Background: an optimization exercise with open tools, aiming at small area, a short achievable clock period and few clock cycles. Do not read the settings as production practice.
The RTL was checked by simulation tests, not by an equivalence proof against the original design.
Power and IR drop assume default switching activity.

--- design.v ---
`default_nettype none
package plmv_pkg;
	localparam int NLAB = 16;        
	localparam int CNT_W = 24;       
	localparam int MAG_W = 39;       
	localparam int SQ_W = 54;        
	localparam int W_W = 48;         
	localparam int Q_W = 56;         
	localparam int MDIV_N = 24;                  
	localparam int PASS_T0 = MDIV_N;             
	localparam int PASS_LAT = 4;                 
	localparam int TDIV_N = 31;                  
	localparam int TDIV_T0 = PASS_T0 + PASS_LAT + 1;
	localparam int OUT_T0 = TDIV_T0 + TDIV_N;
	localparam int QRD_LAG = 3;                  
endpackage
`default_nettype wire
`default_nettype none
import plmv_pkg::*;
module plmv_div (
	input  wire logic [23:0] rem,
	input  wire logic        inbit,
	input  wire logic [23:0] den,
	output logic             ge,
	output logic [23:0]      rem_next
);
	logic [24:0] trial;
	logic [25:0] diff;
	assign trial = {rem, inbit};
	assign diff = {1'b0, trial} - {2'b0, den};
	assign ge = ~diff[25];
	assign rem_next = ge ? diff[23:0] : trial[23:0];
endmodule
`default_nettype wire
`default_nettype none
import plmv_pkg::*;
module plmv_datapath (
	input  wire logic               clk,
	input  wire logic               arst_n,
	input  wire logic               s_valid,
	output logic                    s_ready,
	input  wire logic signed [15:0] s_sample,
	input  wire logic [5:0]         s_label,
	input  wire logic               s_counted,
	input  wire logic               s_frame_end,
	output logic                    r_valid,
	input  wire logic               r_ready,
	output logic [5:0]              r_label,
	output logic signed [23:0]      r_mean,
	output logic [29:0]             r_variance,
	output logic                    r_variance_infinite,
	output logic [23:0]             r_count,
	output logic                    r_last,
	input  wire logic               cfg_valid,
	input  wire logic [6:0]         cfg_label_count
);
	logic [6:0] lcnt_q;
	logic [4:0] eff;
	always_ff @(posedge clk or negedge arst_n) begin
		if (!arst_n) lcnt_q <= 7'd16;
		else if (cfg_valid) lcnt_q <= cfg_label_count;
	end
	assign eff = (lcnt_q == 7'd0) ? 5'd1 : (lcnt_q > 7'd16) ? 5'd16 : lcnt_q[4:0];
	logic [23:0]      wh_q [NLAB];
	logic [23:0]      wl_q [NLAB];
	logic [23:0]      qh_q [NLAB];
	logic [31:0]      ql_q [NLAB];
	logic [CNT_W-1:0] n_q  [NLAB];
	logic [NLAB-1:0]  sgn_q;
	logic [NLAB-1:0]  vld_q;
	logic            rd_mode_q, rd_mode_d;
	logic [6:0]      g_q, g_d;
	logic            mdiv_q, passw_q, pass_rd_q, outw_q;
	logic [NLAB-1:0] tdiv_q;
	logic [NLAB-1:0] p_oh_q, pq_oh_q;
	logic [3:0]      p_idx_q;
	logic [4:0]      oidx_q;
	logic [NLAB-1:0] oidx_oh_q;
	logic            rdy_q;
	logic            stall_out;
	logic            hold3;
	logic            adv;
	logic            issue;
	logic            done;
	logic            b_fe;
	assign s_ready = rdy_q;
	assign stall_out = r_valid & ~r_ready;
	assign adv = !stall_out && !hold3;
	assign issue = outw_q && (oidx_q < eff) && adv;
	always_comb begin
		rd_mode_d = rd_mode_q;
		g_d = g_q;
		if (!rd_mode_q) begin
			if (b_fe) begin
				rd_mode_d = 1'b1;
				g_d = '0;
			end
		end else if (done) begin
			rd_mode_d = 1'b0;
		end else if (g_q != '1) begin
			g_d = g_q + 1'b1;
		end
	end
	always_ff @(posedge clk or negedge arst_n) begin
		if (!arst_n) begin
			rd_mode_q <= 1'b0;
			g_q <= '0;
			mdiv_q <= 1'b0;
			passw_q <= 1'b0;
			pass_rd_q <= 1'b0;
			outw_q <= 1'b0;
			tdiv_q <= '0;
			p_oh_q <= '0;
			pq_oh_q <= '0;
			p_idx_q <= '0;
			oidx_q <= '0;
			oidx_oh_q <= 16'd1;
			rdy_q <= 1'b1;
		end else begin
			rd_mode_q <= rd_mode_d;
			g_q <= g_d;
			mdiv_q <= rd_mode_d && (g_d < 7'(MDIV_N));
			passw_q <= rd_mode_d && (g_d < 7'(OUT_T0));
			pass_rd_q <= rd_mode_d && (g_d >= 7'(PASS_T0)) && (g_d < 7'(PASS_T0 + NLAB));
			outw_q <= rd_mode_d && (g_d >= 7'(OUT_T0));
			for (int i = 0; i < NLAB; i++) begin
				tdiv_q[i] <= rd_mode_d && (g_d >= 7'(TDIV_T0 + i)) && (g_d < 7'(TDIV_T0 + i + TDIV_N));
				p_oh_q[i] <= g_d == 7'(PASS_T0 + i);
				pq_oh_q[i] <= g_d == 7'(PASS_T0 + QRD_LAG + i);
			end
			p_idx_q <= 4'(g_d - 7'(PASS_T0));
			if (s_valid && rdy_q && s_frame_end)
				rdy_q <= 1'b0;
			if (issue) begin
				oidx_q <= oidx_q + 1'b1;
				oidx_oh_q <= {oidx_oh_q[NLAB-2:0], oidx_oh_q[NLAB-1]};
			end
			if (done) begin
				oidx_q <= '0;
				oidx_oh_q <= 16'd1;
				rdy_q <= 1'b1;
			end
		end
	end
	logic               i_v, i_cnt, i_fe;
	logic [5:0]         i_lab;
	logic signed [15:0] i_smp;
	always_ff @(posedge clk or negedge arst_n) begin
		if (!arst_n) i_v <= 1'b0;
		else i_v <= s_valid & rdy_q;
	end
	always_ff @(posedge clk) begin
		i_smp <= s_sample;
		i_lab <= s_label;
		i_cnt <= s_counted;
		i_fe <= s_frame_end;
	end
	logic               a_hit, a_fe;
	logic [NLAB-1:0]    a_oh;
	logic [15:0]        a_hh, a_ll;
	logic signed [16:0] a_hl;
	logic signed [16:0] a_px, a_nx;
	logic signed [16:0] xh, xl, hh_p, hl_p, ll_p;
	assign xh = 17'(i_smp[15:8]) - (i_smp[15] ? 17'sd256 : 17'sd0);
	assign xl = {9'b0, i_smp[7:0]};
	assign hh_p = xh * xh;
	assign hl_p = xh * xl;
	assign ll_p = xl * xl;
	always_ff @(posedge clk or negedge arst_n) begin
		if (!arst_n) begin
			a_hit <= 1'b0;
			a_fe <= 1'b0;
		end else begin
			a_hit <= i_v & i_cnt & ({1'b0, i_lab} < {2'b0, eff});
			a_fe <= i_v & i_fe;
		end
	end
	always_ff @(posedge clk) begin
		for (int i = 0; i < NLAB; i++)
			a_oh[i] <= i_lab[3:0] == 4'(i);
		a_hh <= hh_p[15:0];
		a_hl <= hl_p;
		a_ll <= ll_p[15:0];
		a_px <= $signed({i_smp[15], i_smp});
		a_nx <= -$signed({i_smp[15], i_smp});
	end
	logic [NLAB-1:0]  o1_oh, o2_oh;
	logic [NLAB-1:0]  s_wh, s_wl, s_qh, s_ql, s_n, s_s;
	logic [23:0]      rd_wh, rd_wl, rd_qh;
	logic [31:0]      rd_ql;
	logic [CNT_W-1:0] rd_n;
	logic             rd_s;
	always_comb begin
		if (!rd_mode_q) begin
			s_wh = a_oh;
			s_wl = a_oh;
			s_qh = a_oh;
			s_ql = a_oh;
			s_n = a_oh;
			s_s = a_oh;
		end else if (passw_q) begin
			s_wh = p_oh_q;
			s_wl = p_oh_q;
			s_n = p_oh_q;
			s_qh = pq_oh_q;
			s_ql = pq_oh_q;
			s_s = p_oh_q;
		end else begin
			s_wh = o1_oh;
			s_wl = oidx_oh_q;
			s_qh = oidx_oh_q;
			s_ql = o2_oh;
			s_n = o1_oh;
			s_s = o2_oh;
		end
	end
	always_comb begin
		rd_wh = '0;
		rd_wl = '0;
		rd_qh = '0;
		rd_ql = '0;
		rd_n = '0;
		rd_s = 1'b0;
		for (int i = 0; i < NLAB; i++) begin
			rd_wh = rd_wh | ({24{s_wh[i] & vld_q[i]}} & wh_q[i]);
			rd_wl = rd_wl | ({24{s_wl[i] & vld_q[i]}} & wl_q[i]);
			rd_qh = rd_qh | ({24{s_qh[i] & vld_q[i]}} & qh_q[i]);
			rd_ql = rd_ql | ({32{s_ql[i] & vld_q[i]}} & ql_q[i]);
			rd_n = rd_n | ({CNT_W{s_n[i] & vld_q[i]}} & n_q[i]);
			rd_s = rd_s | (s_s[i] & vld_q[i] & sgn_q[i]);
		end
	end
	logic               b_hit, b_sat;
	logic [NLAB-1:0]    b_oh;
	logic [30:0]        b_sq;
	logic signed [16:0] b_xe, b_nxe;
	logic [MAG_W-1:0]   b_mag;
	logic               b_sgn;
	logic [SQ_W-1:0]    b_sqs;
	logic [CNT_W-1:0]   b_n;
	logic signed [31:0] sq_full;
	logic               c_we;
	logic [MAG_W-1:0]   c_mag;
	logic               c_sgn;
	logic [SQ_W-1:0]    c_sqs;
	logic [CNT_W-1:0]   c_n;
	logic               fwd;
	logic               sgn_b;
	assign sq_full = ($signed({16'b0, a_hh}) <<< 16) + ($signed({{15{a_hl[16]}}, a_hl}) <<< 9)
		+ $signed({16'b0, a_ll});
	assign fwd = c_we && ((b_oh & a_oh) != '0);
	assign sgn_b = fwd ? c_sgn : rd_s;
	always_ff @(posedge clk or negedge arst_n) begin
		if (!arst_n) begin
			b_hit <= 1'b0;
			b_fe <= 1'b0;
		end else begin
			b_hit <= a_hit;
			b_fe <= a_fe;
		end
	end
	always_ff @(posedge clk) begin
		b_oh <= a_oh;
		b_sq <= sq_full[30:0];
		b_xe <= sgn_b ? a_nx : a_px;
		b_nxe <= sgn_b ? a_px : a_nx;
		b_sgn <= sgn_b;
		if (fwd) begin
			b_mag <= c_mag;
			b_sqs <= c_sqs;
			b_n <= c_n;
			b_sat <= b_n == 24'hfffffe;
		end else begin
			b_mag <= {rd_wh[22:0], rd_wl[23:8]};
			b_sqs <= {rd_qh[21:0], rd_ql};
			b_n <= rd_n;
			b_sat <= rd_n == 24'hffffff;
		end
	end
	logic signed [40:0] t1;
	logic signed [16:0] t2;
	logic               tneg;
	assign t1 = $signed({2'b0, b_mag}) + 41'(b_xe);
	assign t2 = b_nxe - $signed(b_mag[16:0]);
	assign tneg = t1[40];
	assign c_we = b_hit && !b_sat;
	assign c_mag = tneg ? {22'b0, t2} : t1[MAG_W-1:0];
	assign c_sgn = b_sgn ^ tneg;
	assign c_sqs = b_sqs + {23'b0, b_sq};
	assign c_n = b_n + 1'b1;
	logic             p1_v, p2_v, p3_v, p4_v;
	logic [3:0]       p1_idx, p2_idx, p3_idx;
	logic [NLAB-1:0]  p4_oh;
	logic [23:0]      p1_rm, p2_rm;
	logic [7:0]       p1_f8;
	logic [15:0]      p1_q0, p2_q0, p3_q0;
	logic [23:0]      p1_n;
	logic [31:0]      p2_kn;
	logic [23:0]      p3_r0, p4_r0;
	logic [31:0]      p4_ph, p4_pl;
	logic [SQ_W-1:0]  p4_Q;
	logic [31:0]      p3_sum;
	logic [SQ_W-1:0]  p_t;
	assign p3_sum = p2_kn + {8'b0, p2_rm};
	assign p_t = p4_Q - {13'b0, p4_ph, 9'b0} - {21'b0, p4_pl, 1'b0};
	always_ff @(posedge clk or negedge arst_n) begin
		if (!arst_n) begin
			p1_v <= 1'b0;
			p2_v <= 1'b0;
			p3_v <= 1'b0;
			p4_v <= 1'b0;
		end else begin
			p1_v <= pass_rd_q;
			p2_v <= p1_v;
			p3_v <= p2_v;
			p4_v <= p3_v;
		end
	end
	always_ff @(posedge clk) begin
		p1_idx <= p_idx_q;
		p1_rm <= rd_wh;
		p1_f8 <= rd_wl[7:0];
		p1_q0 <= rd_wl[23:8];
		p1_n <= rd_n;
		p2_idx <= p1_idx;
		p2_rm <= p1_rm;
		p2_q0 <= p1_q0;
		p2_kn <= p1_f8 * p1_n;
		p3_idx <= p2_idx;
		p3_q0 <= p2_q0;
		p3_r0 <= p3_sum[31:8];
		for (int i = 0; i < NLAB; i++)
			p4_oh[i] <= p3_idx == 4'(i);
		p4_r0 <= p3_r0;
		p4_ph <= p3_q0[15:8] * p3_r0;
		p4_pl <= p3_q0[7:0] * p3_r0;
		p4_Q <= {rd_qh[21:0], rd_ql};
	end
	logic [23:0] bus_wh, bus_qh;
	logic [31:0] bus_ql;
	assign bus_wh = p4_v ? {1'b0, p_t[53:31]} : {1'b0, c_mag[38:16]};
	assign bus_qh = p4_v ? p4_r0 : {2'b0, c_sqs[53:32]};
	assign bus_ql = p4_v ? {p_t[30:0], 1'b0} : c_sqs[31:0];
	for (genvar i = 0; i < NLAB; i++) begin : g_slot
		logic        we_acc, we;
		logic        ge;
		logic [23:0] rem_next;
		assign we_acc = c_we && b_oh[i];
		assign we = we_acc || (p4_v && p4_oh[i]);
		plmv_div u_div (
			.rem      (wh_q[i]),
			.inbit    (mdiv_q ? wl_q[i][23] : ql_q[i][31]),
			.den      (n_q[i]),
			.ge       (ge),
			.rem_next (rem_next)
		);
		always_ff @(posedge clk) begin
			if (we)
				wh_q[i] <= bus_wh;
			else if (mdiv_q || tdiv_q[i])
				wh_q[i] <= rem_next;
			if (we_acc)
				wl_q[i] <= {c_mag[15:0], 8'b0};
			else if (mdiv_q)
				wl_q[i] <= {wl_q[i][22:0], ge};
			if (we)
				qh_q[i] <= bus_qh;
			if (we)
				ql_q[i] <= bus_ql;
			else if (tdiv_q[i])
				ql_q[i] <= {ql_q[i][30:0], ge};
			if (we_acc) begin
				n_q[i] <= c_n;
				sgn_q[i] <= c_sgn;
			end
		end
		always_ff @(posedge clk or negedge arst_n) begin
			if (!arst_n)
				vld_q[i] <= 1'b0;
			else if (done)
				vld_q[i] <= 1'b0;
			else if (we_acc)
				vld_q[i] <= 1'b1;
		end
	end
	logic             o1_v, o2_v, o3_v;
	logic [3:0]       o1_idx, o2_idx, o3_idx;
	logic             o1_last, o2_last, o3_last;
	logic [23:0]      o1_qm, o2_qm, o3_qm;
	logic [23:0]      o1_r0, o2_r0, o3_r0;
	logic [31:0]      o2_r0f8;
	logic [23:0]      o2_b, o2_n, o3_b, o3_n;
	logic [15:0]      o2_qhh, o2_qhl, o2_qll;
	logic [31:0]      o3_qq, o3_a;
	logic             o3_s;
	logic             o3_cf, o3_und;
	logic [32:0]      d_c;
	logic [33:0]      d1_c;
	assign d_c = {1'b0, o2_b, 8'b0} - {1'b0, o2_r0f8};
	assign d1_c = {2'b0, o2_b, 8'b0} - {2'b0, o2_r0f8} - {10'b0, o2_n};
	always_ff @(posedge clk or negedge arst_n) begin
		if (!arst_n) begin
			o1_v <= 1'b0;
			o2_v <= 1'b0;
			o3_v <= 1'b0;
		end else if (adv) begin
			o1_v <= issue;
			o2_v <= o1_v;
			o3_v <= o2_v;
		end
	end
	always_ff @(posedge clk) begin
		if (adv) begin
			o1_idx <= oidx_q[3:0];
			o1_oh <= oidx_oh_q;
			o1_last <= (oidx_q == eff - 5'd1);
			o1_qm <= rd_wl;
			o1_r0 <= rd_qh;
			o2_idx <= o1_idx;
			o2_oh <= o1_oh;
			o2_last <= o1_last;
			o2_qm <= o1_qm;
			o2_r0 <= o1_r0;
			o2_b <= rd_wh;
			o2_n <= rd_n;
			o2_r0f8 <= o1_r0 * o1_qm[7:0];
			o2_qhh <= o1_qm[23:16] * o1_qm[23:16];
			o2_qhl <= o1_qm[23:16] * o1_qm[15:8];
			o2_qll <= o1_qm[15:8] * o1_qm[15:8];
			o3_idx <= o2_idx;
			o3_last <= o2_last;
			o3_qm <= o2_qm;
			o3_r0 <= o2_r0;
			o3_b <= o2_b;
			o3_n <= o2_n;
			o3_a <= rd_ql;
			o3_s <= rd_s;
			o3_qq <= {o2_qhh, 16'b0} + {7'b0, o2_qhl, 9'b0} + {16'b0, o2_qll};
			o3_cf <= d_c[32];
			o3_und <= !d_c[32] && d1_c[33] && (o2_r0 != '0);
		end
	end
	logic               sl_busy, sl_done, sl_av;
	logic [4:0]         sl_k;
	logic signed [49:0] sl_acc;
	logic signed [25:0] sl_add;
	logic               sl_c;
	assign hold3 = o3_v && o3_und && !sl_done;
	assign sl_c = sl_acc > 50'sd0;
	always_ff @(posedge clk or negedge arst_n) begin
		if (!arst_n) begin
			sl_busy <= 1'b0;
			sl_done <= 1'b0;
			sl_av <= 1'b0;
		end else if (hold3) begin
			if (!sl_busy) begin
				sl_busy <= 1'b1;
				sl_av <= 1'b0;
			end else begin
				sl_av <= 1'b1;
				if (sl_av && sl_k == 5'd31) begin
					sl_busy <= 1'b0;
					sl_done <= 1'b1;
				end
			end
		end else if (adv) begin
			sl_done <= 1'b0;
		end
	end
	always_ff @(posedge clk) begin
		if (hold3) begin
			if (!sl_busy) begin
				sl_k <= 5'd23;
				sl_acc <= '0;
			end else begin
				sl_k <= sl_k - 1'b1;
				sl_add <= (o3_r0[sl_k] ? $signed({2'b0, o3_r0}) : 26'sd0)
					- (o3_b[sl_k] ? $signed({2'b0, o3_n}) : 26'sd0);
				if (sl_av)
					sl_acc <= (sl_acc <<< 1) + 50'(sl_add);
			end
		end
	end
	logic        corr;
	logic [31:0] v0, v1;
	logic [23:0] mean_c;
	assign corr = o3_und ? sl_c : o3_cf;
	assign v0 = o3_a - o3_qq;
	assign v1 = o3_a - o3_qq - 32'd1;
	assign mean_c = o3_s ? -o3_qm : o3_qm;
	assign done = o3_v && o3_last && adv;
	always_ff @(posedge clk or negedge arst_n) begin
		if (!arst_n) r_valid <= 1'b0;
		else if (!stall_out) r_valid <= o3_v && !hold3;
	end
	always_ff @(posedge clk) begin
		if (!stall_out) begin
			r_label <= {2'b0, o3_idx};
			r_mean <= (o3_n == '0) ? 24'd0 : mean_c;
			r_variance <= (o3_n < 24'd2) ? 30'd0 : (corr ? v1[29:0] : v0[29:0]);
			r_variance_infinite <= o3_n < 24'd2;
			r_count <= o3_n;
			r_last <= o3_last;
		end
	end
endmodule
`default_nettype wire
`default_nettype none
import plmv_pkg::*;
module per_label_mean_variance (
	input  wire logic               clk,
	input  wire logic               arst_n,
	input  wire logic               s_valid,
	output logic                    s_ready,
	input  wire logic signed [15:0] s_sample,
	input  wire logic [5:0]         s_label,
	input  wire logic               s_counted,
	input  wire logic               s_frame_end,
	output logic                    r_valid,
	input  wire logic               r_ready,
	output logic [5:0]              r_label,
	output logic signed [23:0]      r_mean,
	output logic [29:0]             r_variance,
	output logic                    r_variance_infinite,
	output logic [23:0]             r_count,
	output logic                    r_last,
	input  wire logic               cfg_valid,
	output logic                    cfg_ready,
	input  wire logic [6:0]         cfg_label_count
);
	assign cfg_ready = 1'b1;
	plmv_datapath u_dp (
		.clk                 (clk),
		.arst_n              (arst_n),
		.s_valid             (s_valid),
		.s_ready             (s_ready),
		.s_sample            (s_sample),
		.s_label             (s_label),
		.s_counted           (s_counted),
		.s_frame_end         (s_frame_end),
		.r_valid             (r_valid),
		.r_ready             (r_ready),
		.r_label             (r_label),
		.r_mean              (r_mean),
		.r_variance          (r_variance),
		.r_variance_infinite (r_variance_infinite),
		.r_count             (r_count),
		.r_last              (r_last),
		.cfg_valid           (cfg_valid),
		.cfg_label_count     (cfg_label_count)
	);
endmodule
`default_nettype wire
--- flow/run.sh ---
#!/bin/bash
# standard layout, with repair_timing aiming past the 13 ns constraint
set -euo pipefail
bash standard.sh SETUP_SLACK_MARGIN=8 finish > flow_make.log 2>&1
--- standard.sh ---
#!/bin/bash
# synth_recipe.tcl (not shown) runs the flow's synth.tcl, then flattens the netlist and writes it again
# the make line also repeats each setting of config.mk as NAME=value (left out here)
make -C /OpenROAD-flow-scripts/flow DESIGN_CONFIG=/design/flow/config.mk WORK_HOME=/design/flow/orfs CLKGATE_MAP_FILE= SYNTH_SCRIPT=/design/flow/synth_recipe.tcl "${@:-finish}"
--- config.mk ---
export PLATFORM = sky130hd
export DESIGN_NAME = per_label_mean_variance
export DESIGN_NICKNAME = per_label_mean_variance
export VERILOG_FILES = /design/flow/design.v
export SDC_FILE = /design/flow/constraint.sdc
export NUM_CORES = 4
export LEC_CHECK = 0
export CAP_MARGIN = 20
export CORE_MARGIN = 2
export CORE_UTILIZATION = 40
export PLACE_DENSITY = 0.6
export SLEW_MARGIN = 20
--- constraint.sdc ---
create_clock -name core_clock -period 13.0 [get_ports {clk}]
set_input_delay 2.6000 -clock core_clock [delete_from_list [all_inputs] [get_ports {clk}]]
set_output_delay 2.6000 -clock core_clock [all_outputs]
set_load 0.01 [all_outputs]
==> out/metrics.yaml, run 1 <==
final.setup.tns_ps: 0
ys_warn_count: 11
path_cells: "buf_12 > and2_1 > fa_1 > inv_1 > fa_1 > inv_1 > fa_1 > inv_1 > fa_1 > inv_2 > ha_4 > a21boi_4 > o211ai_1 > a211oi_2 > o21bai_4 > a2111oi_4 > o311ai_4 > a21oi_2 > nor4_1 > a311oi_1"
wire_per_inst_um: 29.7
grt_max_degree: 209
netlist_instances: 19000
core_sq_um: 506000
vdd_drop_max_mv: 0.247
fin_skew_ps: 93.2
drt_iter0_drc: 21400
max-cap-violations: 0
p_leak_nw: 95.2
yosys.cell_types.count: 107
grt_pass1_wl_um: 1100000
final-setup-viol-count: 0
port-buffer-count: 121
area_growth_pct: 14.8
finalWeightedCongestion: 1.02
period_share_pct: 41.9
via_per_inst: 6.09
min_from: "u_dp.a_ll[4]"
rsz0062_at_grt: "yes"
routed_wl_um: 786000
io_pins: 125
crit_family: "adder cells"
grt_overflow_total: 0
post-route-drc-count: 0
num_vias: 161000
drive_above_1_share_pct: 11.4
synth_area_sq_um: 203000
first_pass_iters: 9
startpoint_type: "flop"
fin_util_pct: 46.1
r2r-start: "u_dp.o1_qm[4]"
wl_met3_um: 95100
maxSlewViolCount: 0
die_y_um: 717
yosys-top-cells-area: "edfxtp_1 37%, dfxtp_1 7.8%, fa_1 7.8%"
layout.nets: 21300
htreeDepth: 5
synthTopCellsByCount: "2,523 x edfxtp_1, 1,648 x inv_1, 1,454 x nor2_1"
critPathLaunch: "u_dp.o1_qm[4]"
wl_met2_um: 333000
cts.clk_slew.worst_paths_ps: 60
grtUsageTotal_pct: 29.5
synth-main-ff-cell: "edfxtp_1"
syn_area_per_cell_sq_um: 10.7
cts_hold_buf: 0
worstMarginPinSlew_ps: 1330
cts_root_buffer: "clkbuf_16"
r2r_slack_ps: 7550
synth_edf_count: 2523
clkSinkCount: 3428
synth.most_common_cell: "edfxtp_1"
yosys.area.top_type: "edfxtp_1"
min_period_ps: 5450
max_freq_mhz: 183
hold_class: "flop to flop"
arrival_ps: 6280
ant_nets: 0
cts_buffers: 388
hold_slack_ps: 320
start_util_pct: 40.2
top_layer: "met5"
dieArea_sq_um: 514000
ys_seq_elements: 3428
path_common_cell: "fa_1"
yosysTopAreaCellShare_pct: 37.3
first_global_vias: 153000
clockBufferDepth: 4
cts_tree: "yes"
ys_async_sr_fraction_pct: 3.18
end_kind: "flop"
power.density_nw_per_um2: 244
seq_area_frac_synth_pct: 46.5
antenna_found_initial: 96
rows: 261
status: "timing/DRC/antenna clean"
critPathMaxFanout: 10
worstSetupPathType: "flop to flop"
insertion_delay_ps: 1060
slew_headroom_pct: 10.4
crit_path_max_incr_delay_ps: 530
dp_hpwl_um: 545000
worstPathRequired_ps: 13830
drt-met1-wl_um: 305000
hold_violations: 0
slowest_stage: "fa_1"
crit_buf_inv: 5
die_x_um: 717
kinds of logic after synthesis:
logic type	after synthesis	synth area share, %
XOR/XNOR	800	3.45
AND/OR/NAND/NOR	5081	12.1
adder cells (fa/ha/maj)	1941	14.9
AO/OA/AOI/OAI	4532	14.8
other	2	0.00370
multiplexers	679	3.57
buffers and inverters	2514	4.67
flip-flops	3428	46.5
state kept, by name (all words and copies together) (netlist names), 50 cells and up:
name         cells
u_dp.sl_acc     50
u_dp.qh_q      384
u_dp.b_sqs      54
u_dp.wl_q      384
u_dp.wh_q      384
u_dp.ql_q      512
u_dp.n_q       384
u_dp.p4_Q       54
power by group:
| part | total (mW) | internal, mW | switching (mW) |
|---|---|---|---|
| registers | 18.6 | 16.0 | 2.63 |
| logic | 26.7 | 9.79 | 17.0 |
| clock network | 11.6 | 6.68 | 4.89 |
metrics by stage:
stage / instance area (sq um) / setup WS (ps) / power [mW] / cells
after CTS: 230000 / 7700 / 55.7 / 26200
after detailed placement: 214000 / 5870 / 43.4 / 25300
after floorplan: 203000 / 3000 / 33.9 / 19000
final: 233000 / 7550 / 56.9 / 26400
after global placement: 214000 / 5840 / 43.1 / 25300
after global routing: 233000 / 7280 / 59.5 / 26400
cell usage in the layout, fill, tap and decap left out, types with 656 or more instances in the layout:
master | netlist | layout
and2_1 | 680 | 656
nor2_1 | 1454 | 1437
fa_1 | 791 | 769
ha_1 | 1150 | 1106
o21ai_0 | 838 | 778
nand2_1 | 1151 | 1140
dfxtp_1 | 796 | 741
a21oi_1 | 1318 | 1180
edfxtp_1 | 2523 | 2523
inv_1 | 1648 | 1611
layout make-up:
type,count,area (sq um)
multi-input cells,13000,103000
inverters,1660,6290
flip-flops and latches,3428,94600
well taps,6706,8390
clock buffers,541,11300
repair buffers,838,7710
fillers,46400,272000
diodes,55,138
clock inverters,184,1960
path summary, 6_finish.rpt:
check / cells past startpoint / to
max: 20 / u_dp.o2_r0f8[31]
min: 0 / u_dp.b_sq[4]
max reg2reg: 20 / u_dp.o2_r0f8[31]
min reg2reg: 0 / u_dp.b_sq[4]
max in group asynchronous: 2 / u_dp.p4_v
min in group asynchronous: 1 / u_dp.oidx_q[0]
timing repair:
action	CTS	global route
pin swaps	77	154
buffers inserted	177	132
gates cloned	3	4
endpoints found under the setup margin	1084	714
gates resized for setup	349	327
layer usage:
| metal | track usage (%) | vias up |
|---|---|---|
| met5 | 0 | - |
| met4 | 16.5 | 52 |
| met3 | 8.15 | 2258 |
| met2 | 44.1 | 9710 |
| met1 | 38.8 | 79800 |
| li1 | - | 69200 |
Testbench counts, summed over its fixed seeds: cycles 23,910.
==> run 2, diff against run 1 <==
--- a/design.v
+++ b/design.v
@@ -10,3 +10,3 @@
 	localparam int PASS_T0 = MDIV_N;             
-	localparam int PASS_LAT = 4;                 
+	localparam int PASS_LAT = 5;                 
 	localparam int TDIV_N = 31;                  
@@ -14,3 +14,3 @@
 	localparam int OUT_T0 = TDIV_T0 + TDIV_N;
-	localparam int QRD_LAG = 3;                  
+	localparam int QRD_LAG = 4;                  
 endpackage
@@ -74,3 +74,2 @@
 	logic [NLAB-1:0] tdiv_q;
-	logic [NLAB-1:0] p_oh_q, pq_oh_q;
 	logic [3:0]      p_idx_q;
@@ -112,4 +111,2 @@
 			tdiv_q <= '0;
-			p_oh_q <= '0;
-			pq_oh_q <= '0;
 			p_idx_q <= '0;
@@ -127,4 +124,2 @@
 				tdiv_q[i] <= rd_mode_d && (g_d >= 7'(TDIV_T0 + i)) && (g_d < 7'(TDIV_T0 + i + TDIV_N));
-				p_oh_q[i] <= g_d == 7'(PASS_T0 + i);
-				pq_oh_q[i] <= g_d == 7'(PASS_T0 + QRD_LAG + i);
 			end
@@ -147,2 +142,3 @@
 	logic signed [15:0] i_smp;
+	logic [15:0]        i_abs;
 	always_ff @(posedge clk or negedge arst_n) begin
@@ -153,2 +149,3 @@
 		i_smp <= s_sample;
+		i_abs <= s_sample[15] ? 16'(-s_sample) : s_sample;
 		i_lab <= s_label;
@@ -159,11 +156,7 @@
 	logic [NLAB-1:0]    a_oh;
-	logic [15:0]        a_hh, a_ll;
-	logic signed [16:0] a_hl;
+	logic [15:0]        a_hh, a_hl, a_ll;
 	logic signed [16:0] a_px, a_nx;
-	logic signed [16:0] xh, xl, hh_p, hl_p, ll_p;
-	assign xh = 17'(i_smp[15:8]) - (i_smp[15] ? 17'sd256 : 17'sd0);
-	assign xl = {9'b0, i_smp[7:0]};
-	assign hh_p = xh * xh;
-	assign hl_p = xh * xl;
-	assign ll_p = xl * xl;
+	logic [7:0]         xh, xl;
+	assign xh = i_abs[15:8];
+	assign xl = i_abs[7:0];
 	always_ff @(posedge clk or negedge arst_n) begin
@@ -180,5 +173,5 @@
 			a_oh[i] <= i_lab[3:0] == 4'(i);
-		a_hh <= hh_p[15:0];
-		a_hl <= hl_p;
-		a_ll <= ll_p[15:0];
+		a_hh <= xh * xh;
+		a_hl <= xh * xl;
+		a_ll <= xl * xl;
 		a_px <= $signed({i_smp[15], i_smp});
@@ -188,2 +181,4 @@
 	logic [NLAB-1:0]  s_wh, s_wl, s_qh, s_ql, s_n, s_s;
+	logic [NLAB-1:0]  a_oh_d, p_oh_d, pq_oh_d, oidx_oh_d, o1_oh_d, o2_oh_d, vld_d;
+	logic             passw_d;
 	logic [23:0]      rd_wh, rd_wl, rd_qh;
@@ -192,24 +187,47 @@
 	logic             rd_s;
+	assign passw_d = rd_mode_d && (g_d < 7'(OUT_T0));
 	always_comb begin
-		if (!rd_mode_q) begin
-			s_wh = a_oh;
-			s_wl = a_oh;
-			s_qh = a_oh;
-			s_ql = a_oh;
-			s_n = a_oh;
-			s_s = a_oh;
-		end else if (passw_q) begin
-			s_wh = p_oh_q;
-			s_wl = p_oh_q;
-			s_n = p_oh_q;
-			s_qh = pq_oh_q;
-			s_ql = pq_oh_q;
-			s_s = p_oh_q;
+		for (int i = 0; i < NLAB; i++) begin
+			a_oh_d[i] = i_lab[3:0] == 4'(i);
+			p_oh_d[i] = g_d == 7'(PASS_T0 + i);
+			pq_oh_d[i] = g_d == 7'(PASS_T0 + QRD_LAG + i);
+		end
+		if (done)
+			oidx_oh_d = 16'd1;
+		else if (issue)
+			oidx_oh_d = {oidx_oh_q[NLAB-2:0], oidx_oh_q[NLAB-1]};
+		else
+			oidx_oh_d = oidx_oh_q;
+		o1_oh_d = adv ? oidx_oh_q : o1_oh;
+		o2_oh_d = adv ? o1_oh : o2_oh;
+	end
+	always_ff @(posedge clk or negedge arst_n) begin
+		if (!arst_n) begin
+			s_wh <= '0;
+			s_wl <= '0;
+			s_qh <= '0;
+			s_ql <= '0;
+			s_n <= '0;
+			s_s <= '0;
+		end else if (!rd_mode_d) begin
+			s_wh <= a_oh_d & vld_d;
+			s_wl <= a_oh_d & vld_d;
+			s_qh <= a_oh_d & vld_d;
+			s_ql <= a_oh_d & vld_d;
+			s_n <= a_oh_d & vld_d;
+			s_s <= a_oh_d & vld_d;
+		end else if (passw_d) begin
+			s_wh <= p_oh_d & vld_d;
+			s_wl <= p_oh_d & vld_d;
+			s_n <= p_oh_d & vld_d;
+			s_qh <= pq_oh_d & vld_d;
+			s_ql <= pq_oh_d & vld_d;
+			s_s <= p_oh_d & vld_d;
 		end else begin
-			s_wh = o1_oh;
-			s_wl = oidx_oh_q;
-			s_qh = oidx_oh_q;
-			s_ql = o2_oh;
-			s_n = o1_oh;
-			s_s = o2_oh;
+			s_wh <= o1_oh_d & vld_d;
+			s_wl <= oidx_oh_d & vld_d;
+			s_qh <= oidx_oh_d & vld_d;
+			s_ql <= o2_oh_d & vld_d;
+			s_n <= o1_oh_d & vld_d;
+			s_s <= o2_oh_d & vld_d;
 		end
@@ -224,8 +242,8 @@
 		for (int i = 0; i < NLAB; i++) begin
-			rd_wh = rd_wh | ({24{s_wh[i] & vld_q[i]}} & wh_q[i]);
-			rd_wl = rd_wl | ({24{s_wl[i] & vld_q[i]}} & wl_q[i]);
-			rd_qh = rd_qh | ({24{s_qh[i] & vld_q[i]}} & qh_q[i]);
-			rd_ql = rd_ql | ({32{s_ql[i] & vld_q[i]}} & ql_q[i]);
-			rd_n = rd_n | ({CNT_W{s_n[i] & vld_q[i]}} & n_q[i]);
-			rd_s = rd_s | (s_s[i] & vld_q[i] & sgn_q[i]);
+			rd_wh = rd_wh | ({24{s_wh[i]}} & wh_q[i]);
+			rd_wl = rd_wl | ({24{s_wl[i]}} & wl_q[i]);
+			rd_qh = rd_qh | ({24{s_qh[i]}} & qh_q[i]);
+			rd_ql = rd_ql | ({32{s_ql[i]}} & ql_q[i]);
+			rd_n = rd_n | ({CNT_W{s_n[i]}} & n_q[i]);
+			rd_s = rd_s | (s_s[i] & sgn_q[i]);
 		end
@@ -240,3 +258,3 @@
 	logic [CNT_W-1:0]   b_n;
-	logic signed [31:0] sq_full;
+	logic [31:0]        sq_full;
 	logic               c_we;
@@ -248,4 +266,3 @@
 	logic               sgn_b;
-	assign sq_full = ($signed({16'b0, a_hh}) <<< 16) + ($signed({{15{a_hl[16]}}, a_hl}) <<< 9)
-		+ $signed({16'b0, a_ll});
+	assign sq_full = {a_hh, 16'b0} + {7'b0, a_hl, 9'b0} + {16'b0, a_ll};
 	assign fwd = c_we && ((b_oh & a_oh) != '0);
@@ -290,5 +307,5 @@
 	assign c_n = b_n + 1'b1;
-	logic             p1_v, p2_v, p3_v, p4_v;
-	logic [3:0]       p1_idx, p2_idx, p3_idx;
-	logic [NLAB-1:0]  p4_oh;
+	logic             p1_v, p2_v, p3_v, p4_v, p5_v;
+	logic [3:0]       p1_idx, p2_idx, p3_idx, p4_idx;
+	logic [NLAB-1:0]  p5_oh;
 	logic [23:0]      p1_rm, p2_rm;
@@ -297,10 +314,14 @@
 	logic [23:0]      p1_n;
-	logic [31:0]      p2_kn;
-	logic [23:0]      p3_r0, p4_r0;
-	logic [31:0]      p4_ph, p4_pl;
-	logic [SQ_W-1:0]  p4_Q;
+	logic [27:0]      p2_knh, p2_knl;
+	logic [23:0]      p3_r0, p4_r0, p5_r0;
+	logic [27:0]      p4_pp [4];
+	logic [39:0]      p5_prod;
+	logic [SQ_W-1:0]  p5_Q;
 	logic [31:0]      p3_sum;
+	logic [39:0]      p4_sum;
 	logic [SQ_W-1:0]  p_t;
-	assign p3_sum = p2_kn + {8'b0, p2_rm};
-	assign p_t = p4_Q - {13'b0, p4_ph, 9'b0} - {21'b0, p4_pl, 1'b0};
+	assign p3_sum = {p2_knh, 4'b0} + {4'b0, p2_knl} + {8'b0, p2_rm};
+	assign p4_sum = {p4_pp[3], 12'b0} + {4'b0, p4_pp[2], 8'b0} + {8'b0, p4_pp[1], 4'b0}
+		+ {12'b0, p4_pp[0]};
+	assign p_t = p5_Q - {13'b0, p5_prod, 1'b0};
 	always_ff @(posedge clk or negedge arst_n) begin
@@ -311,2 +332,3 @@
 			p4_v <= 1'b0;
+			p5_v <= 1'b0;
 		end else begin
@@ -316,2 +338,3 @@
 			p4_v <= p3_v;
+			p5_v <= p4_v;
 		end
@@ -327,3 +350,4 @@
 		p2_q0 <= p1_q0;
-		p2_kn <= p1_f8 * p1_n;
+		p2_knh <= p1_f8[7:4] * p1_n;
+		p2_knl <= p1_f8[3:0] * p1_n;
 		p3_idx <= p2_idx;
@@ -331,8 +355,11 @@
 		p3_r0 <= p3_sum[31:8];
-		for (int i = 0; i < NLAB; i++)
-			p4_oh[i] <= p3_idx == 4'(i);
+		p4_idx <= p3_idx;
 		p4_r0 <= p3_r0;
-		p4_ph <= p3_q0[15:8] * p3_r0;
-		p4_pl <= p3_q0[7:0] * p3_r0;
-		p4_Q <= {rd_qh[21:0], rd_ql};
+		for (int k = 0; k < 4; k++)
+			p4_pp[k] <= p3_q0[4*k +: 4] * p3_r0;
+		for (int i = 0; i < NLAB; i++)
+			p5_oh[i] <= p4_idx == 4'(i);
+		p5_r0 <= p4_r0;
+		p5_prod <= p4_sum;
+		p5_Q <= {rd_qh[21:0], rd_ql};
 	end
@@ -340,5 +367,5 @@
 	logic [31:0] bus_ql;
-	assign bus_wh = p4_v ? {1'b0, p_t[53:31]} : {1'b0, c_mag[38:16]};
-	assign bus_qh = p4_v ? p4_r0 : {2'b0, c_sqs[53:32]};
-	assign bus_ql = p4_v ? {p_t[30:0], 1'b0} : c_sqs[31:0];
+	assign bus_wh = p5_v ? {1'b0, p_t[53:31]} : {1'b0, c_mag[38:16]};
+	assign bus_qh = p5_v ? p5_r0 : {2'b0, c_sqs[53:32]};
+	assign bus_ql = p5_v ? {p_t[30:0], 1'b0} : c_sqs[31:0];
 	for (genvar i = 0; i < NLAB; i++) begin : g_slot
@@ -348,3 +375,3 @@
 		assign we_acc = c_we && b_oh[i];
-		assign we = we_acc || (p4_v && p4_oh[i]);
+		assign we = we_acc || (p5_v && p5_oh[i]);
 		plmv_div u_div (
@@ -376,2 +403,3 @@
 		end
+		assign vld_d[i] = done ? 1'b0 : (we_acc ? 1'b1 : vld_q[i]);
 		always_ff @(posedge clk or negedge arst_n) begin
@@ -379,6 +407,4 @@
 				vld_q[i] <= 1'b0;
-			else if (done)
-				vld_q[i] <= 1'b0;
-			else if (we_acc)
-				vld_q[i] <= 1'b1;
+			else
+				vld_q[i] <= vld_d[i];
 		end
@@ -390,3 +416,3 @@
 	logic [23:0]      o1_r0, o2_r0, o3_r0;
-	logic [31:0]      o2_r0f8;
+	logic [27:0]      o2_rfh, o2_rfl;
 	logic [23:0]      o2_b, o2_n, o3_b, o3_n;
@@ -398,4 +424,4 @@
 	logic [33:0]      d1_c;
-	assign d_c = {1'b0, o2_b, 8'b0} - {1'b0, o2_r0f8};
-	assign d1_c = {2'b0, o2_b, 8'b0} - {2'b0, o2_r0f8} - {10'b0, o2_n};
+	assign d_c = {1'b0, o2_b, 8'b0} - {1'b0, o2_rfh, 4'b0} - {5'b0, o2_rfl};
+	assign d1_c = {2'b0, o2_b, 8'b0} - {2'b0, o2_rfh, 4'b0} - {6'b0, o2_rfl} - {10'b0, o2_n};
 	always_ff @(posedge clk or negedge arst_n) begin
@@ -425,3 +451,4 @@
 			o2_n <= rd_n;
-			o2_r0f8 <= o1_r0 * o1_qm[7:0];
+			o2_rfh <= o1_r0 * o1_qm[7:4];
+			o2_rfl <= o1_r0 * o1_qm[3:0];
 			o2_qhh <= o1_qm[23:16] * o1_qm[23:16];
==> flow/run.sh (replaced) <==
#!/bin/bash
# standard layout, with repair_timing aiming past the 13 ns constraint
set -euo pipefail
bash standard.sh SETUP_SLACK_MARGIN=8.3 finish > flow_make.log 2>&1
==> out/metrics.yaml, run 2 <==
critPathMaxFanout: 33  # +23
rsz0062_at_grt: "yes"
arrival_ps: 5600  # -680 ps
cts.clk_slew.worst_paths_ps: 70  # about the same
first_global_vias: 155000  # +0.88%
clkSinkCount: 3668  # +7.0%
synth.most_common_cell: "edfxtp_1"
start_util_pct: 40.1  # -0.060 points
largest_reg_flops: 512  # unchanged
reg2reg_depth: 15  # -25%
synthTopCellsByCount: "2,515 x edfxtp_1, 1,677 x nor2_1, 1,513 x inv_1"
power.total_mw: 55.4  # -2.8%
top_usage_layer: "met2"
cts_root_buffer: "clkbuf_16"
final-setup-viol-count: 0  # unchanged
min_from: "u_dp.p4_pp[0][1]"
hold_slack_ps: 315  # -5.20 ps
pwr-share-seq_pct: 34.8  # +2.1 points
synth_area_sq_um: 209000  # +2.8%
yosys.cell_types.count: 112  # +4.7%
clockBufferDepth: 4  # unchanged
final.setup.tns_ps: 0  # unchanged
synth_top_family_by_area: "compound AO/OA/AOI/OAI gates"
ys_async_sr_fraction_pct: 4.63  # +1.5 points
finalWeightedCongestion: 0.995  # -2.1%
die_y_um: 727  # +1.4%
layout.nets: 22000  # +2.9%
antenna_found_initial: 72  # -25%
p_leak_nw: 97.4  # +2.3%
io_pins: 125  # unchanged
grtUsageMet1_pct: 37.8  # -0.95 points
yosys-top-cells-area: "edfxtp_1 36%, dfxtp_1 9.4%, ha_1 7.7%"
fin_util_pct: 45.7  # -0.42 points
routed_wl_um: 770000  # -2.1%
grt_max_degree: 164  # -22%
r2r-start: "u_dp.ql_q[1][31]"
slew_headroom_pct: 12.6  # +2.3 points
top_register: "u_dp.ql_q"
cts_hold_buf: 0  # unchanged
grt_overflow_total: 0  # unchanged
die_x_um: 727  # +1.4%
core_sq_um: 521000  # +3.0%
crit_family: "compound AO/OA/AOI/OAI gates"
slowest_stage: "edfxtp_1"
crit_path_max_incr_delay_ps: 630  # +100 ps
holdPathStages: 0  # unchanged
rows: 265  # +1.5%
startpoint_type: "flop"
pre_cts_ws_ps: 5910  # +39.1 ps
num_vias: 164000  # +1.9%
worstMarginPinSlew_ps: 1310  # -28.1 ps
yosys.area.top_type: "edfxtp_1"
path_common_cell: "o21ai_0"
power.density_nw_per_um2: 233  # -4.7%
worstSetupPathType: "flop to flop"
regToRegEndpoint: "u_dp.wh_q[1][8]"
setup_slack_ps: 8130  # +585 ps
dp_hpwl_um: 534000  # -2.2%
synth_xor_area_share_pct: 3.96  # +0.51 points
grt_pass1_wl_um: 1090000  # -1.3%
use_met3_pct: 7.76  # -0.39 points
max-cap-violations: 0  # unchanged
drive_above_1_share_pct: 10.7  # -0.73 points
vdd_drop_max_mv: 0.202  # -18%
synth-main-ff-cell: "edfxtp_1"
synth_compound_area_share_pct: 15.3  # +0.44 points
cts_buffers: 404  # +4.1%
synth_mux_area_share_pct: 2.72  # -0.85 points
path_cells: "mux2i_1 > ha_1 > nor2b_1 > o21a_1 > o21ai_0 > a21oi_2 > nand3_1 > o211a_1 > a211oi_2 > o41ai_2 > a31oi_4 > buf_6 > mux2_2 > nand2_1 > o21ai_0"
maxSlewViolCount: 0  # unchanged
mostFrequentLayoutCells: "2,515 x edfxtp_1, 1,666 x nor2_1, 1,478 x inv_1, 1,470 x nand2_1, 1,263 x ha_1"
fin_skew_ps: 110  # +17.2 ps
post-route-drc-count: 0  # unchanged
insertion_delay_ps: 1080  # +20 ps
max_freq_mhz: 205  # +12%
wire_per_inst_um: 28.2  # -5.2%
drt_iter0_drc: 21500  # +0.69%
area_growth_pct: 14.0
cts_tree: "yes"
crit_buf_inv: 1  # -4
r2r_slack_ps: 8130  # +580 ps
htreeDepth: 5  # unchanged
seq_area_frac_synth_pct: 47.6  # +1.1 points
use_met2_pct: 41.4  # -2.6 points
synth_edf_count: 2515  # -0.32%
p_clk_share_pct: 21.8  # +1.5 points
grtUsageTotal_pct: 27.9  # -1.7 points
p_comb_share_pct: 43.4  # -3.6 points
hold_violations: 0  # unchanged
netlist_instances: 19700  # +3.8%
ant_nets: 0  # unchanged
syn_area_per_cell_sq_um: 10.6  # -0.94%
p_switching_mw: 22.1  # -9.7%
worstPathRequired_ps: 13730  # -100 ps
yosysTopAreaCellShare_pct: 36.2  # -1.1 points
ys_seq_elements: 3668  # +7.0%
synth-simple-area-share_pct: 12.1  # +0.022 points
switching_share_pct: 39.9  # -3.1 points
layout_commonest_cell: "edfxtp_1"
via_per_inst: 6.01  # -1.3%
hold_class: "flop to flop"
hold-path-endpoint: "u_dp.p5_prod[1]"
port-buffer-count: 121  # unchanged
end_kind: "flop"
min_period_ps: 4870  # -585 ps
dieArea_sq_um: 528000  # +2.8%
synth_adder_area_share_pct: 13.9  # -0.98 points
period_share_pct: 37.4  # -4.5 points
ys_warn_count: 13  # +2
cellInternalPower_mw: 33.3  # +2.5%
first_pass_iters: 9  # unchanged
status: "timing/DRC/antenna clean"
run 2: cell types whose count changed after synthesis, moves of 90 or more:
cell     change
mux2i_1    -156
ha_1       +134
xor2_1      +90
nor2_1     +223
dfxtp_1    +187
fa_1       -143
nand2_1    +341
inv_1      -135
a21o_1     +100
and2_1     -212
run 2: cell type report:
class	instances	area (sq um)
Fill cell	48400	283000
Multi-Input combinational cell	13600	103000
Sequential cell	3668	99700
Clock buffer	547	11400
Tap cell	6942	8690
Timing Repair Buffer	761	6910
Inverter	1526	5830
Clock inverter	210	2300
Antenna cell	33	82.6
Timing Repair inverter	1	11.3
run 2: routing by layer:
metal / share of wire, % / vias up
li1: - / 71600
met3: 12 / 2022
met5: 0.073 / -
met4: 5.5 / 46
met1: 40 / 81200
met2: 42 / 9263
run 2: how the worst max path moves through the flow:
stage | start | to | cells after the start
finish | u_dp.ql_q[1][31] | u_dp.wh_q[1][8] | 15
global route | u_dp.o2_b[3] | u_dp.o3_und | 24
CTS | u_dp.o2_b[0] | u_dp.o3_und | 22
detailed placement | r_ready | u_dp.o3_a[14] | 8
global placement | r_ready | u_dp.o3_qm[17] | 8
floorplan | r_ready | u_dp.s_ql[13] | 9
run 2: kinds of logic (layout without fill, tap and decap cells):
group	Yosys count	after routing
XOR/XNOR	942	942
AO/OA/AOI/OAI	4792	4792
adder cells (fa/ha/maj)	1932	1932
multiplexers	522	523
other	2	38
AND/OR/NAND/NOR	5431	5433
flip-flops	3668	3668
buffers and inverters	2408	3045
run 2: per-stage QoR:
step,cell area [sq um],instances
3_5_place_dp,219000,26200
2_1_floorplan,209000,19700
4_1_cts,235000,27100
6_report,238000,27300
5_1_grt,238000,27300
3_3_place_gp,219000,26200
run 2: power by group through the flow:
stage	Clock, mW	Combinational [mW]	Sequential (mW)
6_report	12.0	24.0	19.3
5_1_grt	12.6	26.3	19.4
4_1_cts	12.1	22.8	19.2
3_5_place_dp	0	21.7	19.5
3_3_place_gp	0	21.4	19.5
2_1_floorplan	0	15.8	18.0
run 2: worst reg2reg max path: stages, from the launching register on:
cell and delay, ps:
edfxtp_1 630, mux2i_1 180, ha_1 270, nor2b_1 130, o21a_1 160, o21ai_0 150, a21oi_2 440, nand3_1 320
o211a_1 420, a211oi_2 460, o41ai_2 220, a31oi_4 200, buf_6 360, mux2_2 470, nand2_1 60, o21ai_0 90
run 2: what timing repair did:
item / 4_1_cts / 5_1_grt
pin swaps: 67 / 136
setup endpoints to repair: 1434 / 1039
buffers inserted: 159 / 123
resized for setup: 337 / 304
gates cloned: 4 / 9
Testbench counts of run 2, summed over its fixed seeds: cycles 23,974.
==> run 3, diff against run 2 <==
--- a/design.v
+++ b/design.v
@@ -63,6 +63,6 @@
 	assign eff = (lcnt_q == 7'd0) ? 5'd1 : (lcnt_q > 7'd16) ? 5'd16 : lcnt_q[4:0];
-	logic [23:0]      wh_q [NLAB];
-	logic [23:0]      wl_q [NLAB];
-	logic [23:0]      qh_q [NLAB];
-	logic [31:0]      ql_q [NLAB];
+	logic [23:0]      fa_q [NLAB];
+	logic [31:0]      fb_q [NLAB];
+	logic [23:0]      fc_q [NLAB];
+	logic [23:0]      fd_q [NLAB];
 	logic [CNT_W-1:0] n_q  [NLAB];
@@ -180,7 +180,7 @@
 	logic [NLAB-1:0]  o1_oh, o2_oh;
-	logic [NLAB-1:0]  s_wh, s_wl, s_qh, s_ql, s_n, s_s;
+	logic [NLAB-1:0]  s_fa, s_bh, s_bl, s_fc, s_fd, s_n, s_s;
 	logic [NLAB-1:0]  a_oh_d, p_oh_d, pq_oh_d, oidx_oh_d, o1_oh_d, o2_oh_d, vld_d;
 	logic             passw_d;
-	logic [23:0]      rd_wh, rd_wl, rd_qh;
-	logic [31:0]      rd_ql;
+	logic [23:0]      rd_fa, rd_bl, rd_fc, rd_fd;
+	logic [7:0]       rd_bh;
 	logic [CNT_W-1:0] rd_n;
@@ -205,6 +205,7 @@
 		if (!arst_n) begin
-			s_wh <= '0;
-			s_wl <= '0;
-			s_qh <= '0;
-			s_ql <= '0;
+			s_fa <= '0;
+			s_bh <= '0;
+			s_bl <= '0;
+			s_fc <= '0;
+			s_fd <= '0;
 			s_n <= '0;
@@ -212,6 +213,7 @@
 		end else if (!rd_mode_d) begin
-			s_wh <= a_oh_d & vld_d;
-			s_wl <= a_oh_d & vld_d;
-			s_qh <= a_oh_d & vld_d;
-			s_ql <= a_oh_d & vld_d;
+			s_fa <= a_oh_d & vld_d;
+			s_bh <= a_oh_d & vld_d;
+			s_bl <= a_oh_d & vld_d;
+			s_fc <= a_oh_d & vld_d;
+			s_fd <= a_oh_d & vld_d;
 			s_n <= a_oh_d & vld_d;
@@ -219,14 +221,16 @@
 		end else if (passw_d) begin
-			s_wh <= p_oh_d & vld_d;
-			s_wl <= p_oh_d & vld_d;
+			s_fa <= p_oh_d & vld_d;
+			s_bl <= p_oh_d & vld_d;
 			s_n <= p_oh_d & vld_d;
-			s_qh <= pq_oh_d & vld_d;
-			s_ql <= pq_oh_d & vld_d;
+			s_bh <= pq_oh_d & vld_d;
+			s_fc <= pq_oh_d & vld_d;
+			s_fd <= pq_oh_d & vld_d;
 			s_s <= p_oh_d & vld_d;
 		end else begin
-			s_wh <= o1_oh_d & vld_d;
-			s_wl <= oidx_oh_d & vld_d;
-			s_qh <= oidx_oh_d & vld_d;
-			s_ql <= o2_oh_d & vld_d;
+			s_fd <= oidx_oh_d & vld_d;
+			s_fc <= oidx_oh_d & vld_d;
+			s_fa <= o1_oh_d & vld_d;
 			s_n <= o1_oh_d & vld_d;
+			s_bh <= o2_oh_d & vld_d;
+			s_bl <= o2_oh_d & vld_d;
 			s_s <= o2_oh_d & vld_d;
@@ -235,6 +239,7 @@
 	always_comb begin
-		rd_wh = '0;
-		rd_wl = '0;
-		rd_qh = '0;
-		rd_ql = '0;
+		rd_fa = '0;
+		rd_bh = '0;
+		rd_bl = '0;
+		rd_fc = '0;
+		rd_fd = '0;
 		rd_n = '0;
@@ -242,6 +247,7 @@
 		for (int i = 0; i < NLAB; i++) begin
-			rd_wh = rd_wh | ({24{s_wh[i]}} & wh_q[i]);
-			rd_wl = rd_wl | ({24{s_wl[i]}} & wl_q[i]);
-			rd_qh = rd_qh | ({24{s_qh[i]}} & qh_q[i]);
-			rd_ql = rd_ql | ({32{s_ql[i]}} & ql_q[i]);
+			rd_fa = rd_fa | ({24{s_fa[i]}} & fa_q[i]);
+			rd_bh = rd_bh | ({8{s_bh[i]}} & fb_q[i][31:24]);
+			rd_bl = rd_bl | ({24{s_bl[i]}} & fb_q[i][23:0]);
+			rd_fc = rd_fc | ({24{s_fc[i]}} & fc_q[i]);
+			rd_fd = rd_fd | ({24{s_fd[i]}} & fd_q[i]);
 			rd_n = rd_n | ({CNT_W{s_n[i]}} & n_q[i]);
@@ -290,4 +296,4 @@
 		end else begin
-			b_mag <= {rd_wh[22:0], rd_wl[23:8]};
-			b_sqs <= {rd_qh[21:0], rd_ql};
+			b_mag <= {rd_fa[22:0], rd_bh, rd_bl[23:16]};
+			b_sqs <= {rd_bl[5:0], rd_fc, rd_fd};
 			b_n <= rd_n;
@@ -313,2 +319,4 @@
 	logic [15:0]      p1_q0, p2_q0, p3_q0;
+	logic [7:0]       p2_f8, p3_f8;
+	logic [23:0]      p4_qm, p5_qm;
 	logic [23:0]      p1_n;
@@ -343,5 +351,5 @@
 		p1_idx <= p_idx_q;
-		p1_rm <= rd_wh;
-		p1_f8 <= rd_wl[7:0];
-		p1_q0 <= rd_wl[23:8];
+		p1_rm <= rd_fa;
+		p1_f8 <= rd_bl[7:0];
+		p1_q0 <= rd_bl[23:8];
 		p1_n <= rd_n;
@@ -350,2 +358,3 @@
 		p2_q0 <= p1_q0;
+		p2_f8 <= p1_f8;
 		p2_knh <= p1_f8[7:4] * p1_n;
@@ -354,2 +363,3 @@
 		p3_q0 <= p2_q0;
+		p3_f8 <= p2_f8;
 		p3_r0 <= p3_sum[31:8];
@@ -357,2 +367,3 @@
 		p4_r0 <= p3_r0;
+		p4_qm <= {p3_q0, p3_f8};
 		for (int k = 0; k < 4; k++)
@@ -362,12 +373,14 @@
 		p5_r0 <= p4_r0;
+		p5_qm <= p4_qm;
 		p5_prod <= p4_sum;
-		p5_Q <= {rd_qh[21:0], rd_ql};
+		p5_Q <= {rd_bh[5:0], rd_fc, rd_fd};
 	end
-	logic [23:0] bus_wh, bus_qh;
-	logic [31:0] bus_ql;
-	assign bus_wh = p5_v ? {1'b0, p_t[53:31]} : {1'b0, c_mag[38:16]};
-	assign bus_qh = p5_v ? p5_r0 : {2'b0, c_sqs[53:32]};
-	assign bus_ql = p5_v ? {p_t[30:0], 1'b0} : c_sqs[31:0];
+	logic [23:0] bus_a, bus_c, bus_d;
+	logic [31:0] bus_b;
+	assign bus_a = p5_v ? {1'b0, p_t[53:31]} : {1'b0, c_mag[38:16]};
+	assign bus_b = p5_v ? {p_t[30:0], 1'b0} : {c_mag[15:0], 10'b0, c_sqs[53:48]};
+	assign bus_c = p5_v ? p5_r0 : c_sqs[47:24];
+	assign bus_d = p5_v ? p5_qm : c_sqs[23:0];
 	for (genvar i = 0; i < NLAB; i++) begin : g_slot
-		logic        we_acc, we;
+		logic        we_acc, we, dv;
 		logic        ge;
@@ -376,5 +389,6 @@
 		assign we = we_acc || (p5_v && p5_oh[i]);
+		assign dv = mdiv_q || tdiv_q[i];
 		plmv_div u_div (
-			.rem      (wh_q[i]),
-			.inbit    (mdiv_q ? wl_q[i][23] : ql_q[i][31]),
+			.rem      (fa_q[i]),
+			.inbit    (fb_q[i][31]),
 			.den      (n_q[i]),
@@ -384,16 +398,13 @@
 		always_ff @(posedge clk) begin
-			if (we)
-				wh_q[i] <= bus_wh;
-			else if (mdiv_q || tdiv_q[i])
-				wh_q[i] <= rem_next;
-			if (we_acc)
-				wl_q[i] <= {c_mag[15:0], 8'b0};
-			else if (mdiv_q)
-				wl_q[i] <= {wl_q[i][22:0], ge};
-			if (we)
-				qh_q[i] <= bus_qh;
-			if (we)
-				ql_q[i] <= bus_ql;
-			else if (tdiv_q[i])
-				ql_q[i] <= {ql_q[i][30:0], ge};
+			if (we) begin
+				fa_q[i] <= bus_a;
+				fb_q[i] <= bus_b;
+			end else if (dv) begin
+				fa_q[i] <= rem_next;
+				fb_q[i] <= {fb_q[i][30:0], ge};
+			end
+			if (we) begin
+				fc_q[i] <= bus_c;
+				fd_q[i] <= bus_d;
+			end
 			if (we_acc) begin
@@ -418,2 +429,3 @@
 	logic [23:0]      o2_b, o2_n, o3_b, o3_n;
+	logic [33:0]      o2_bmn;
 	logic [15:0]      o2_qhh, o2_qhl, o2_qll;
@@ -425,3 +437,3 @@
 	assign d_c = {1'b0, o2_b, 8'b0} - {1'b0, o2_rfh, 4'b0} - {5'b0, o2_rfl};
-	assign d1_c = {2'b0, o2_b, 8'b0} - {2'b0, o2_rfh, 4'b0} - {6'b0, o2_rfl} - {10'b0, o2_n};
+	assign d1_c = o2_bmn - {2'b0, o2_rfh, 4'b0} - {6'b0, o2_rfl};
 	always_ff @(posedge clk or negedge arst_n) begin
@@ -442,4 +454,4 @@
 			o1_last <= (oidx_q == eff - 5'd1);
-			o1_qm <= rd_wl;
-			o1_r0 <= rd_qh;
+			o1_qm <= rd_fd;
+			o1_r0 <= rd_fc;
 			o2_idx <= o1_idx;
@@ -449,4 +461,5 @@
 			o2_r0 <= o1_r0;
-			o2_b <= rd_wh;
+			o2_b <= rd_fa;
 			o2_n <= rd_n;
+			o2_bmn <= {2'b0, rd_fa, 8'b0} - {10'b0, rd_n};
 			o2_rfh <= o1_r0 * o1_qm[7:4];
@@ -462,3 +475,3 @@
 			o3_n <= o2_n;
-			o3_a <= rd_ql;
+			o3_a <= {1'b0, rd_bh[6:0], rd_bl};
 			o3_s <= rd_s;
@@ -473,2 +486,6 @@
 	logic signed [25:0] sl_add;
+	logic signed [25:0] sl_rn, sl_nn;
+	logic               sl_br, sl_bb;
+	assign sl_br = o3_r0[sl_k];
+	assign sl_bb = o3_b[sl_k];
 	logic               sl_c;
@@ -501,6 +518,12 @@
 				sl_acc <= '0;
+				sl_rn <= $signed({2'b0, o3_r0}) - $signed({2'b0, o3_n});
+				sl_nn <= -$signed({2'b0, o3_n});
 			end else begin
 				sl_k <= sl_k - 1'b1;
-				sl_add <= (o3_r0[sl_k] ? $signed({2'b0, o3_r0}) : 26'sd0)
-					- (o3_b[sl_k] ? $signed({2'b0, o3_n}) : 26'sd0);
+				case ({sl_br, sl_bb})
+					2'b00: sl_add <= 26'sd0;
+					2'b01: sl_add <= sl_nn;
+					2'b10: sl_add <= $signed({2'b0, o3_r0});
+					default: sl_add <= sl_rn;
+				endcase
 				if (sl_av)
==> out/metrics.yaml, run 3 <==
status: "timing/DRC/antenna clean"
reg2reg_depth: 19  # +4
yosys-top-cells-area: "edfxtp_1 39%, dfxtp_1 8.8%, ha_1 7.6%"
slowest_stage: "dfrtp_2"
final-setup-viol-count: 0  # unchanged
start_util_pct: 40.2  # about the same
cts.clk_slew.worst_paths_ps: 70  # about the same
cts_tree: "yes"
end_kind: "flop"
rsz0062_at_grt: "yes"
core_sq_um: 521000  # unchanged
switching_share_pct: 33.5  # -6.4 points
seq_area_frac_synth_pct: 49.8  # +2.2 points
r2r-start: "u_dp.s_fa[13]"
fin_skew_ps: 96.3  # -14.1 ps
synth.most_common_cell: "edfxtp_1"
regToRegEndpoint: "u_dp.o2_bmn[25]"
synth_area_sq_um: 209000  # about the same
ys_warn_count: 13  # unchanged
p_leak_nw: 101  # +3.3%
top_register: "u_dp.fb_q"
grt_overflow_total: 0  # unchanged
num_vias: 161000  # -1.6%
fin_area_sq_um: 243000  # +2.0%
mostFrequentLayoutCells: "2,726 x edfxtp_1, 1,731 x nand2_1, 1,547 x inv_1, 1,237 x ha_1, 1,136 x nor2_1"
slew_headroom_pct: 8.28  # -4.3 points
p_switching_mw: 13.5  # -39%
vdd_drop_max_mv: 0.133  # -34%
max_freq_mhz: 208  # +1.0%
die_x_um: 727  # about the same
yosys.area.top_type: "edfxtp_1"
worstSetupPathType: "flop to flop"
area_growth_pct: 16.2
arrival_ps: 5580  # -20 ps
dp_hpwl_um: 527000  # -1.3%
cts_root_buffer: "clkbuf_16"
cp-endpoint: "u_dp.o2_bmn[25]"
maxSlewViolCount: 0  # unchanged
worstPathRequired_ps: 13760  # +30 ps
drive_above_1_share_pct: 13.1  # +2.4 points
io_pins: 125  # unchanged
critPathMaxFanout: 28  # -15%
fin_cells: 26900  # -1.6%
min_period_ps: 4820  # -49.4 ps
power.density_nw_per_um2: 166  # -29%
p_comb_share_pct: 29.5  # -14 points
r2r_slack_ps: 8180  # +50 ps
p_clk_share_pct: 30.5  # +8.7 points
path_common_cell: "buf_8"
hold_violations: 0  # unchanged
path_cells: "buf_8 > buf_8 > a22oi_2 > nand4_1 > nor2_1 > buf_6 > ha_4 > and3_1 > nand3_1 > o41ai_4 > a21oi_2 > a21oi_4 > a211oi_4 > a221oi_4 > a221oi_2 > o21a_1 > o221a_1 > o211a_1 > xnor2_1"
clockBufferDepth: 4  # unchanged
grt_pass1_wl_um: 1110000  # +1.6%
layout.nets: 21500  # -2.2%
post-route-drc-count: 0  # unchanged
yosysTopAreaCellShare_pct: 39.2  # +3.0 points
port-buffer-count: 121  # unchanged
die_y_um: 727  # about the same
htreeDepth: 5  # unchanged
dp_cells: 25600  # -2.5%
worstSetupPathDepth: 19  # +4
via_per_inst: 6.00  # about the same
startpoint_type: "flop"
max-cap-violations: 0  # unchanged
insertion_delay_ps: 1060  # -20 ps
critPathLaunch: "u_dp.s_fa[13]"
yosys.cell_types.count: 120  # +7.1%
final.setup.tns_ps: 0  # unchanged
dieArea_sq_um: 528000  # about the same
ys_async_sr_fraction_pct: 4.05  # -0.58 points
grtUsageTotal_pct: 28.8  # +0.94 points
layout_commonest_cell: "edfxtp_1"
antenna_found_initial: 81  # +13%
drt_iter0_drc: 21400  # -0.44%
synth_edf_count: 2726  # +8.4%
period_share_pct: 37.1  # -0.38 points
wire_per_inst_um: 29.7  # +5.4%
pwr-share-seq_pct: 40.0  # +5.2 points
synth-main-ff-cell: "edfxtp_1"
cellInternalPower_mw: 26.8  # -19%
hold_class: "flop to flop"
hold_slack_ps: 293  # -22.5 ps
crit_buf_inv: 3  # +2
grt_max_degree: 99  # -40%
crit_path_max_incr_delay_ps: 420  # -210 ps
first_pass_iters: 9  # unchanged
largest_reg_flops: 512  # unchanged
crit_family: "compound AO/OA/AOI/OAI gates"
syn_area_per_cell_sq_um: 11.0  # +3.9%
worstMarginPinSlew_ps: 1370  # +64.8 ps
cts_buffers: 417  # +3.2%
netlist_instances: 19000  # -3.6%
finalWeightedCongestion: 0.963  # -3.3%
placedInstanceArea_sq_um: 219000  # +0.22%
rows: 265  # unchanged
synthTopCellsByCount: "2,726 x edfxtp_1, 1,781 x nand2_1, 1,571 x inv_1"
ys_seq_elements: 3799  # +3.6%
routed_wl_um: 799000  # +3.7%
first_global_vias: 152000  # -1.9%
ant_nets: 0  # unchanged
clkSinkCount: 3799  # +3.6%
-- run 3: changes by cell type in the layout (fill, tap and decap cells not counted), moves of 53 or more --
cell,change
dfxtp_1,-63
nor2_1,-530
nand3_1,-258
edfxtp_1,+211
mux2i_1,-146
nand2_1,+261
a21oi_1,-193
xnor2_1,+69
or3_1,-53
o21a_1,-55
inv_1,+69
nor3_1,+98
-- run 3: worst register-to-register path, cell delays in order, from the launching register on --
cell and delay, ps:
dfrtp_2 420, buf_8 210, buf_8 380, a22oi_2 350, nand4_1 170, nor2_1 160
buf_6 230, ha_4 190, and3_1 180, nand3_1 150, o41ai_4 270, a21oi_2 130
a21oi_4 260, a211oi_4 120, a221oi_4 380, a221oi_2 120, o21a_1 200, o221a_1 280
o211a_1 250, xnor2_1 120
-- run 3: stage by stage --
stage / setup WS [ps] / util [%] / power [mW]
after floorplan: 7320 / - / 23.7
after global placement: 5360 / 42.1 / 26.7
after detailed placement: 5320 / 42.1 / 26.9
after CTS: 8090 / 45.9 / 39.5
after global routing: 8010 / 46.6 / 41.9
final: 8180 / 46.7 / 40.4
-- run 3: cell families (layout without fill, tap and decap cells) --
| family | after synthesis | in the layout | synth area share (%) |
|---|---|---|---|
| fa+ha+maj | 1926 | 1926 | 13.9 |
| other cells | 2 | 64 | 0.00359 |
| compound gates | 4532 | 4534 | 14.5 |
| flops | 3799 | 3799 | 49.8 |
| mux | 409 | 410 | 2.27 |
| buf+inv | 2385 | 3288 | 4.36 |
| simple gates | 4960 | 4962 | 11.1 |
| xor+xnor | 966 | 966 | 4.07 |
-- run 3: power by group through the flow --
stage	combinational (mW)	sequential [mW]	clock, mW
after floorplan	8.01	15.6	0
after global placement	10.4	16.3	0
after detailed placement	10.6	16.3	0
after CTS	11.1	16.1	12.4
after global routing	12.9	16.2	12.8
final	11.9	16.2	12.3
-- run 3: how the worst min path moves through the flow --
stage / slack (ps) / start / end / cells after the start
4_1_cts: 290 / u_dp.p1_q0[8] / u_dp.p2_q0[8] / 0
2_1_floorplan: 310 / u_dp.a_ll[2] / u_dp.b_sq[2] / 0
3_3_place_gp: 310 / u_dp.p1_q0[4] / u_dp.p2_q0[4] / 0
6_report: 290 / u_dp.p1_q0[8] / u_dp.p2_q0[8] / 0
3_5_place_dp: 310 / u_dp.p1_q0[10] / u_dp.p2_q0[10] / 0
5_1_grt: 310 / u_dp.p1_rm[6] / u_dp.p2_rm[6] / 0
-- run 3: routing by layer --
| metal | part of all wire (%) | track usage (%) | vias to the layer above |
|---|---|---|---|
| li1 | - | - | 69500 |
| met1 | 38 | 37.6 | 80000 |
| met2 | 43 | 43.3 | 9783 |
| met3 | 13 | 8.53 | 2155 |
| met4 | 6.3 | 14.9 | 38 |
| met5 | 0.056 | 0 | - |
-- run 3: layout make-up --
cell class	count	area [sq um]
clock inverters	209	2180
diodes	61	153
multi-input cells	12800	99900
inverters	1582	6050
clock buffers	579	11900
flip-flops and latches	3799	104000
fillers	47300	278000
well taps	6942	8690
repair buffers	917	9590
repair inverters	1	5.00
-- run 3: repair_timing --
action | 4_1_cts | 5_1_grt
hold endpoints to repair | 0 | 0
buffers inserted | 252 | 172
endpoints found under the setup margin | 1759 | 1062
gates cloned | 28 | 14
pin swaps | 134 | 262
gates resized for setup | 644 | 423
hold buffers | 0 | 0
Testbench counts of run 3, summed over its fixed seeds: cycles 23,974.

[static timing again, ports no longer ideal]
How much do the figures lean on ideal ports? The routed layouts below were timed once more, with nothing changed but the port constraints.
Step 1, drivers: a clkbuf_16 drives clk and a buf_2 each remaining input, both assumed.
Step 2 times the ports against the registers' clock, not the clock port: input delays grow and output delays shrink by t, the midpoint of the rising clock arrivals with the driver on.
a / b / c = ideal ports / drivers / drivers and shift; a / b = the first two.
run | shift t [ns] | setup WS [ns] | clock arrival spread, ns | worst data-port slew with drivers (ns) | cell pins on the clock port's net
run 1 | 1.129 | 7.547 / 7.547 / 7.114 | 0.094 / 0.094 | 0.08 | 1
run 2 | 1.154 | 8.132 / 8.132 / 7.340 | 0.115 / 0.114 | 0.11 | 1
run 3 | 1.139 | 8.181 / 8.181 / 7.330 | 0.108 / 0.109 | 0.21 | 1
After both steps setup and hold are still met in every run listed. The setup slack of run 3, which loses most, moves by 0.000 ns with the drivers and by -0.851 ns with both steps.
